Context: an optimization exercise on an open-source flow, tuned for small area, a short achievable clock period and few clock cycles. The choices shown serve that exercise and are no tape-out recipe.
In this exercise RTL edits were held to simulation tests only and were not proved equivalent to the original.
Power and IR drop assume default switching activity.

v6:
==> flow/design.v (excerpt) <==
module core_top (
    input  logic                  clk_cpu,
    input  logic                  arst_n,
    input  logic                  mem_ready,
    input  logic [32-1:0] mem_rdata,
    output logic                  mem_req,
    output logic                  mem_we,
    output logic [32-1:0] mem_addr,
    output logic [32-1:0] mem_wdata
);
Size: roughly 4,500 cells after synthesis, ~100 I/O pins, about 59,000 um^2 of cells after synthesis.
clock: 10.0 ns
lec_check: 0
cap_margin: 20
core_margin: 2
core_utilization: 50
cts_cluster_diameter: 80
cts_cluster_size: 20
setup_slack_margin: 4.2
slew_margin: 20
synth_hierarchical: 1
standard.sh (not shown) runs the stock make flow with config.mk's settings and CLKGATE_MAP_FILE= SYNTH_SCRIPT=/design/flow/synth_recipe.tcl, a recipe that flattens the netlist after the stock synthesis.
==> flow/flow/run.sh <==
#!/bin/bash
# The standard layout (standard.sh: standard synthesis, floorplan, power
# grid, placement, CTS, routing), with two changes to how ports and cells are
# sized:
#  - the port buffers that buffer_ports inserts are plain buf_4 cells instead
#    of the slow clkdlybuf4s50_1 delay cells it picks by default;
#  - timing repair may swap a cell for an equivalent one of another footprint.
# The whole make output goes to layout.log in this folder; ORFS keeps each
# step's own log under orfs/logs.
set -euo pipefail
bash standard.sh \
    'BUFFER_PORTS_ARGS=-buffer_cell sky130_fd_sc_hd__buf_4' \
    MATCH_CELL_FOOTPRINT=0 \
    finish > layout.log 2>&1
Testbench counts of v6, summed over its fixed seeds: cycles 6,639.
Modified inputs, v7 compared to v6
--- a/flow/design.v
+++ b/flow/design.v
@@ -71,25 +71,26 @@
 module ks_inv (
     input  logic a,
     output logic y
 );
     assign y = !a;
 endmodule
 module alu_add (
     input  logic [31:0] a,
     input  logic [31:0] b,
     input  logic        ci,
     output logic [31:0] s,
     output logic        geu,
-    output logic        ge
+    output logic        ge,
+    output logic        eq
 );
     logic [31:0] g [0:5];
     logic [31:0] t [0:5];
     logic        g31_n, t31_n;
     assign g[0][0] = !ci;
     assign t[0][0] = 1'b1;
     for (genvar k = 1; k < 32; k++) begin : g_l0
         ks_pg i_pg (.a(a[k-1]), .b(b[k-1]), .g_n(g[0][k]), .t_n(t[0][k]));
     end
     for (genvar l = 1; l <= 5; l++) begin : g_lvl
         localparam int D = 1 << (l - 1);
         for (genvar k = 0; k < 32; k++) begin : g_pos
@@ -111,24 +112,25 @@
                                 .tl_n(t[l-1][k-D]), .g(g[l][k]), .t(t[l][k]));
                 end else begin : g_a
                     ks_aoi i_c (.gh(g[l-1][k]), .th(t[l-1][k]), .gl(g[l-1][k-D]),
                                 .tl(t[l-1][k-D]), .g_n(g[l][k]), .t_n(t[l][k]));
                 end
             end
         end
     end
     logic [31:0] c, x;
     assign c = g[5];
     assign x = a ^ b;
     assign s = x ^ c;
+    assign eq = &x;
     ks_pg  i_pg31 (.a(a[31]), .b(b[31]), .g_n(g31_n), .t_n(t31_n));
     ks_top i_top (.g_n(g31_n), .t_n(t31_n), .c(c[31]), .geu(geu), .ge(ge));
 endmodule
 `default_nettype wire
 `timescale 1ns/1ps
 `default_nettype none
 module core_top (
     input  logic                  clk_cpu,
     input  logic                  arst_n,
     input  logic                  mem_ready,
     input  logic [32-1:0] mem_rdata,
     output logic                  mem_req,
@@ -223,26 +225,25 @@
         );
         rf_aoi22 i_c2b (
             .a0(sel2[30]), .b0(regs[30][b]), .a1(sel2[31]), .b1(regs[31][b]), .y(g2[10])
         );
         assign rd1[b] = !(&g1);
         assign rd2[b] = !(&g2);
     end
     logic [XL-1:0] alu_result, sum;
     logic [2:0]    f3;
     logic          eq, lt, ltu;
     assign f3   = d_arith ? ir[14:12] : 3'b000;
     logic          geu, ge;
-    alu_add i_add (.a(op1), .b(op2), .ci(d_sub), .s(sum), .geu(geu), .ge(ge));
-    assign eq   = &(op1 ^ op2);        
+    alu_add i_add (.a(op1), .b(op2), .ci(d_sub), .s(sum), .geu(geu), .ge(ge), .eq(eq));
     assign ltu  = !geu;
     assign lt   = !ge;
     logic [XL-1:0] shin, shr, shout;
     logic          left;
     assign left = !f3[2];
     always_comb begin
         for (int i = 0; i < XL; i++) shin[i] = left ? op1[XL-1-i] : op1[i];
     end
     assign shr = XL'($signed({ir[30] && !left && op1[XL-1], shin}) >>> op2[4:0]);
     always_comb begin
         for (int i = 0; i < XL; i++) shout[i] = left ? shr[XL-1-i] : shr[i];
     end
--- outcome ---
Compared with v6, v7 shows a higher critical path depth.
From v6 to v7 the numbers moved as follows: post-CTS setup buffer count grew by 270%, net count of the finished layout grew by 157, combinational power grew by about 54%.
Cmp v7 and v6 / worst setup slack before clock tree synthesis / lower: v6
Re fraction of synthesis flops using an asynchronous set or reset pin: no difference whatsoever between v6 and v7.
Delta (v7 minus v6): number of global-route vias before repair +4.0%; clock-net power saw a decrease.
Looking only at worst setup slack, and setting everything else aside, the higher value of v7 and v6 goes to v7.
The power density over cell area of v7 exceeds that of v6 by 31 nW/um^2.
Summary: with v6 as the reference, width of the die in v7 moved up slightly.
Testbench counts of v7, summed over its fixed seeds: cycles 6,639.

-- port drivers added, routing unchanged --
Ports are ideal in the flow. The routed layouts listed here were re-timed in OpenROAD. Step 1, drivers: a clkbuf_16 drives clk_cpu and a buf_2 each remaining input, both assumed. Step 2, shift: input delay + t, output delay - t, t = (earliest + latest rising clock arrival at the registers) / 2. This alone moves slack from input paths to output paths. a / b / c = no drivers / after step 1 / after step 2; a / b = the first two.
| run | t, ns | setup WS [ns] | cell pins on the clock port's net |
|---|---|---|---|
| v6 | 0.765 | 3.969 / 3.898 / 3.271 | 1 |
| v7 | 0.770 | 4.064 / 3.986 / 3.497 | 1 |
After both steps every run listed still meets setup and hold. For v6, which loses most, drivers alone change the setup slack by -0.071 ns; drivers and shift together by -0.698 ns.
